Context: an optimization exercise on an open-source flow, tuned for small area. The choices shown serve that exercise and are no tape-out recipe. RTL that was checked went through simulation tests only; none was proved equivalent to the original. Power and IR drop assume default switching activity.

==> flow/design.v (excerpt) <==
module ethernet_arp_icmp_macsec_classifier_core #(
    parameter int unsigned LENGTH_BITS = 14
) (
    input  wire logic                   i_clk,
    input  wire logic                   i_rst_n,
    input  wire logic                   i_in_valid,
    output logic                        o_in_stall,
    input  wire logic [7:0]             i_data_byte,
    input  wire logic                   i_last_byte,
    output logic                        o_out_valid,
    input  wire logic                   i_out_stall,
    output logic [2:0]                  o_status,
    output logic [2:0]                  o_protocol,
    output logic [LENGTH_BITS-1:0]      o_frame_length,
    output logic [31:0]                 o_word_a,
    output logic [31:0]                 o_word_b,
    output logic [15:0]                 o_half_a,
    output logic [15:0]                 o_half_b,
    output logic [7:0]                  o_byte_a,
    output logic [7:0]                  o_byte_b,
    output logic [7:0]                  o_byte_c
);
Size: about 840 cells after synthesis, ~350 flip-flops, about 160 I/O pins.
clock: 5.0 ns
lec_check: 0
cap_margin: 20
core_margin: 2
core_utilization: 75
slew_margin: 20
standard.sh (not shown) runs the stock make flow with config.mk's settings and CLKGATE_MAP_FILE= SYNTH_SCRIPT=/design/flow/synth_recipe.tcl, a recipe that flattens the netlist after the stock synthesis.
==> flow/flow/run.sh <==
#!/bin/bash
# layout flow: the standard flow (standard.sh, unchanged synthesis) with
#  - port buffers made of the smallest buffer cell, sky130_fd_sc_hd__buf_1
#  - clock tree of clkbuf_8 with sink clusters of at most 20 flip-flops, no dummy loads
# each tool's output goes to standard.log here and to ORFS's own logs under orfs/logs
set -euo pipefail
export BUFFER_PORTS_ARGS="-buffer_cell sky130_fd_sc_hd__buf_1"
export CTS_ARGS="-sink_clustering_enable -repair_clock_nets -sink_clustering_size 20 -sink_clustering_max_diameter 60 -buf_list sky130_fd_sc_hd__clkbuf_8 -dont_use_dummy_load"
bash standard.sh > standard.log 2>&1
==> next run, changes <==
--- a/flow/design.v
+++ b/flow/design.v
@@ -98,19 +98,20 @@
     localparam logic [LENGTH_BITS-1:0] COUNT_MAX = {LENGTH_BITS{1'b1}};
     localparam logic [1:0] PC_OTHER = 2'd0;
     localparam logic [1:0] PC_ARP   = 2'd1;
     localparam logic [1:0] PC_IPV4  = 2'd2;
     localparam logic [1:0] PC_MAC   = 2'd3;
     logic                   r_pend;    
     logic                   r_hb;      
     logic                   r_ov;      
     logic                   r_osel;    
-    logic [LENGTH_BITS-1:0] r_count;   
+    logic [LENGTH_BITS-1:0] r_count_n;  
+    logic [LENGTH_BITS-1:0] r_count;
     logic accept, push, pop, xfer, tgt;
     assign o_in_stall  = r_hb && r_pend;
     assign o_out_valid = r_ov;
     assign accept      = i_in_valid && !o_in_stall;
     assign push        = accept && i_last_byte;
     assign pop         = (r_hb || r_pend) && (!r_ov || !i_out_stall);
     assign xfer        = r_pend && (!r_hb || pop);
     assign tgt         = r_hb ? r_osel : !r_osel;
     always_ff @(posedge i_clk) begin
@@ -122,37 +123,37 @@
         end else begin
             r_pend <= push || (r_pend && !xfer);
             r_hb   <= r_hb ? (!pop || r_pend) : (r_pend && !pop);
             r_ov   <= pop || (r_ov && i_out_stall);
             r_osel <= r_osel ^ pop;
         end
     end
     logic [LENGTH_BITS-1:0] base;
     logic [LENGTH_BITS-1:0] inc_count;
+    assign r_count   = ~r_count_n;
     assign base      = r_pend ? '0 : r_count;
     assign inc_count = (base != COUNT_MAX) ? base + LENGTH_BITS'(1) : base;
     always_ff @(posedge i_clk) begin
         if (!i_rst_n) begin
-            r_count <= '0;
+            r_count_n <= '1;
         end else if (accept) begin
-            r_count <= inc_count;
+            r_count_n <= ~inc_count;
         end else if (xfer) begin
-            r_count <= '0;
+            r_count_n <= '1;
         end
     end
     logic [31:0] f_wa;    
     logic [31:0] f_wb;    
     logic [15:0] f_ha;    
     logic [7:0]  f_ba;    
     logic [7:0]  f_bb;    
     logic [1:0]  f_pc;
     logic        f_k1;    
-    logic        f_k2;    
     logic        cap;
     logic [LENGTH_BITS-1:0] p;
     logic        arp, ip4, mac;
     logic [LENGTH_BITS:0]   d;       
     logic [7:0]  db;
     logic        db_z;
     assign cap  = accept && !r_pend;
     assign p    = r_count;
     assign arp  = (f_pc == PC_ARP);
@@ -193,20 +194,18 @@
             end
             if (arp) begin
                 if (at(p, 14)) f_k1 <= db_z;
                 if (at(p, 15)) f_k1 <= f_k1 && (db == 8'h01);
                 if (at(p, 16)) f_k1 <= f_k1 && (db == 8'h08);
                 if (at(p, 17)) f_k1 <= f_k1 && db_z;
             end
             if (ip4) begin
                 if (at(p, 23)) f_k1 <= (db == ehc_pkg::IP_PROTO_ICMP);
-                if (at(p, 22)) f_k2 <= db_z;
-                else if (icmp0 && db >= 8'd19 && db <= 8'd29) f_k2 <= 1'b1;
             end
             if (mac) begin
                 if (at(p, 16)) f_k1 <= db_z;
                 if (at(p, 17) || at(p, 18) || at(p, 19)) f_k1 <= f_k1 && db_z;
             end
         end
     end
     logic       n_fv;
     logic       n_x;
@@ -233,19 +232,20 @@
                         n_x  = 1'b1;
                     end else begin
                         n_pr = 2'd2;
                         if (L >= LENGTH_BITS'(42)) begin
                             if ((~f_wa[3:0]) < 4'd5 || d[LENGTH_BITS] ||
                                 d[LENGTH_BITS-1:0] < LENGTH_BITS'(22)) begin
                                 n_x = 1'b1;
                             end else begin
                                 n_fv = 1'b1;
-                                n_x  = f_k2;
+                                n_x  = (~f_wb[23:16]) == 8'd0 ||
+                                       ((~f_ba) >= 8'd19 && (~f_ba) <= 8'd29);
                             end
                         end
                     end
                 end
                 PC_MAC: begin
                     n_pr = 2'd3;
                     if (L >= LENGTH_BITS'(36)) begin
                         n_fv = 1'b1;
                         n_x  = !f_ba[7] || f_k1;
@@ -268,19 +268,19 @@
     logic                   b_fv [2];
     for (genvar i = 0; i < 2; i++) begin : g_buf
         always_ff @(posedge i_clk) begin
             if (xfer && (tgt == 1'(i))) begin
                 b_wa[i]  <= f_wa;
                 b_wb[i]  <= f_wb;
                 b_ha[i]  <= f_ha;
                 b_ba[i]  <= f_ba;
                 b_bb[i]  <= f_bb;
-                b_len[i] <= ~r_count;
+                b_len[i] <= r_count_n;
                 b_pr[i]  <= n_pr;
                 b_x[i]   <= n_x;
                 b_fv[i]  <= n_fv;
             end
         end
     end
     logic [31:0] s_wa [2];
     logic [31:0] s_wb [2];
     logic [15:0] s_ha [2];
Result:
- non-clock buffer count rose by 5
- combinational power falls by about 3%
- worst setup slack gets better by 390 ps
- cell area climbs by 0.32%
- wire length shrinks by 2.4%
- register-to-register slack is better by 580 ps
- count of clock-buffer cells in the layout is unchanged
- sequential power hardly moves
- hold slack improved by 10 ps
- power fell by 0.39%
- final cell count increases by 0.66%
Function not checked in the second run of this note: the RTL went through the layout flow alone.

========
## south
Another version of the RTL of ethernet_arp_icmp_macsec_classifier_core (not shown whole).
For scale: roughly 760 cells after synthesis, roughly 160 I/O pins, roughly 0.013 mm^2 of cells after synthesis.
export LEC_CHECK = 0
export CAP_MARGIN = 20
export CORE_MARGIN = 2
export CORE_UTILIZATION = 75
export SLEW_MARGIN = 20
create_clock -name core_clock -period 5.0 [get_ports {i_clk}]
==> flow/flow/run.sh <==
#!/bin/bash
# layout flow: the standard flow (standard.sh) with
#  - synthesis: the standard synthesis script, run on a copy of ORFS's scripts in which only
#    the ABC mapping script (abc_speed.script) is replaced by flow/abc_map.script, an
#    area-recovering variant of it; flip-flops are mapped before ABC, so registers, their
#    names and cell types are those of the standard synthesis
#  - port buffers made of the smallest buffer cell, sky130_fd_sc_hd__buf_1
#  - clock tree of clkbuf_8 with small sink clusters and no dummy loads
# logs: synth.log and standard.log here, and each step's log under orfs/logs
set -euo pipefail
rm -rf scripts_abc
cp -r "$FLOW_HOME/scripts" scripts_abc
cp flow/abc_map.script scripts_abc/abc_speed.script
export BUFFER_PORTS_ARGS="-buffer_cell sky130_fd_sc_hd__buf_1"
export CTS_ARGS="-sink_clustering_enable -repair_clock_nets -sink_clustering_size 18 -sink_clustering_max_diameter 45 -buf_list sky130_fd_sc_hd__clkbuf_8 -dont_use_dummy_load"
bash standard.sh synth SCRIPTS_DIR="$PWD/scripts_abc" > synth.log 2>&1
bash standard.sh > standard.log 2>&1
==> flow/flow/abc_map.script <==
&get -n
&st
&dch
&nf
&st
&syn2
&if -g -K 6
&synch2
&nf -R 1000
&put
The inputs of east differ from those of south as listed below.
-- flow/design.v --
<<< south, line 151
    logic [LENGTH_BITS-1:0] p;
    logic        arp, ip4, mac;
    logic [LENGTH_BITS:0]   d;       
    logic [7:0]  db;
    logic        db_z;
>>> east, line 151
    logic [LENGTH_BITS-1:0] p;
    logic        arp, ip4, mac;
    logic [7:0]  d;                  
    logic        lo7;                
    logic [7:0]  db;
    logic        db_z;
<<< south, line 159
    assign ip4  = (f_pc == PC_IPV4);
    assign mac  = (f_pc == PC_MAC);
    assign d    = {1'b0, r_count} - (LENGTH_BITS+1)'({~f_wa[3:0], 2'b00});
    assign db   = i_data_byte;
    assign db_z = (db == 8'd0);
>>> east, line 160
    assign ip4  = (f_pc == PC_IPV4);
    assign mac  = (f_pc == PC_MAC);
    assign d    = {1'b0, r_count[6:0]} - {2'b00, ~f_wa[3:0], 2'b00};
    assign lo7  = (r_count[LENGTH_BITS-1:7] == '0);
    assign db   = i_data_byte;
    assign db_z = (db == 8'd0);
<<< south, line 166
    endfunction
    logic icmp0, icmp1, icmp2, icmp3;
    assign icmp0 = ip4 && (d == (LENGTH_BITS+1)'(14));
    assign icmp1 = ip4 && (d == (LENGTH_BITS+1)'(15));
    assign icmp2 = ip4 && (d == (LENGTH_BITS+1)'(16));
    assign icmp3 = ip4 && (d == (LENGTH_BITS+1)'(17));
    logic k_upd, k_first, k_e0, k_e3, k_match;
    assign k_upd   = (arp && (at(p, 14) || at(p, 15) || at(p, 16) || at(p, 17))) ||
                     (ip4 && at(p, 23)) ||
                     (mac && (at(p, 16) || at(p, 17) || at(p, 18) || at(p, 19)));
    assign k_first = (arp && at(p, 14)) || (ip4 && at(p, 23)) || (mac && at(p, 16));
    assign k_e0    = (arp && at(p, 15)) || ip4;
    assign k_e3    = arp && at(p, 16);
    assign k_match = (db[7:4] == 4'd0) && (db[2:1] == 2'd0) && (db[0] == k_e0) && (db[3] == k_e3);
    always_ff @(posedge i_clk) begin
        if (cap) begin
>>> east, line 168
    endfunction
    logic icmp0, icmp1, icmp2, icmp3;
    assign icmp0 = ip4 && lo7 && (d == 8'd14);
    assign icmp1 = ip4 && lo7 && (d == 8'd15);
    assign icmp2 = ip4 && lo7 && (d == 8'd16);
    assign icmp3 = ip4 && lo7 && (d == 8'd17);
    logic k_upd, k_first, k_e0, k_e1, k_e2, k_e3, k_alt, k_match;
    assign k_upd   = (arp && (at(p, 14) || at(p, 15) || at(p, 16) || at(p, 17) ||
                              at(p, 18) || at(p, 19) || at(p, 20) || at(p, 21))) ||
                     (ip4 && at(p, 23)) ||
                     (mac && (at(p, 16) || at(p, 17) || at(p, 18) || at(p, 19)));
    assign k_first = (arp && at(p, 14)) || (ip4 && at(p, 23)) || (mac && at(p, 16));
    assign k_e0    = (arp && (at(p, 15) || at(p, 21))) || ip4;
    assign k_e1    = arp && at(p, 18);
    assign k_e2    = arp && (at(p, 18) || at(p, 19));
    assign k_e3    = arp && at(p, 16);
    assign k_alt   = arp && at(p, 21);
    assign k_match = (db[7:4] == 4'd0) && (db[3] == k_e3) && (db[2] == k_e2) &&
                     ((db[1:0] == {k_e1, k_e0}) || (k_alt && db[1:0] == 2'b10));
    always_ff @(posedge i_clk) begin
        if (cap) begin
<<< south, line 218
                    if (L >= LENGTH_BITS'(42)) begin
                        n_fv = 1'b1;
                        n_x  = !f_k1 || (~f_ba) != ehc_pkg::ARP_HLEN || (~f_bb) != ehc_pkg::ARP_PLEN ||
                               ((~f_ha) != ehc_pkg::ARP_OP_REQ && (~f_ha) != ehc_pkg::ARP_OP_REPLY);
                    end
                end
>>> east, line 225
                    if (L >= LENGTH_BITS'(42)) begin
                        n_fv = 1'b1;
                        n_x  = !f_k1;
                    end
                end
<<< south, line 229
                        n_pr = 2'd2;
                        if (L >= LENGTH_BITS'(42)) begin
                            if ((~f_wa[3:0]) < 4'd5 || d[LENGTH_BITS] ||
                                d[LENGTH_BITS-1:0] < LENGTH_BITS'(22)) begin
                                n_x = 1'b1;
                            end else begin
>>> east, line 235
                        n_pr = 2'd2;
                        if (L >= LENGTH_BITS'(42)) begin
                            if ((~f_wa[3:0]) < 4'd5 || (lo7 && (d[7] || d[6:0] < 7'd22))) begin
                                n_x = 1'b1;
                            end else begin
Notes after the runs:
east against south: first-pass GRT wire length shrank by 6.3%; fraction of layout instances using a drive strength above 1 closely matched the old numbers; cell count moved down. Comparing east against south, there is no change at all in flip-flop and latch count after synthesis. Against south, east comes in 0.18 ns higher on worst-margin pin slew.

==> afterwards: timing with drivers on the ports <==
No port has a modelled driver above. Below, the same layouts with a new extraction and two added sets of constraints.
Step 1 (the two cells are an assumption about what drives the block):
set clk [get_ports {i_clk}]
set_driving_cell -lib_cell sky130_fd_sc_hd__clkbuf_16 $clk
set_driving_cell -lib_cell sky130_fd_sc_hd__buf_2 [delete_from_list [all_inputs] $clk]
Step 2 also shifts input and output timing later by t, the mid clock arrival at the registers, as if the neighbouring blocks saw the same clock.
a / b / c = ideal ports / drivers / drivers and shift; a / b = the first two.
| run | t (ns) | setup slack, ns | slew at the worst register clock pin (ns) | worst data-port slew with drivers (ns) | pins driven straight from the clock port |
|---|---|---|---|---|---|
| the first run of note 1 | 0.565 | 0.742 / 0.742 / 0.742 | 0.12 / 0.12 | 0.04 | 1 |
| the second run of note 1 | 0.575 | 1.136 / 1.096 / 1.317 | 0.12 / 0.12 | 0.05 | 1 |
| south | 0.601 | 0.966 / 0.966 / 0.966 | 0.11 / 0.11 | 0.04 | 1 |
| east | 0.585 | 1.069 / 1.032 / 1.285 | 0.10 / 0.10 | 0.04 | 1 |
After both steps every run listed still meets setup and hold.
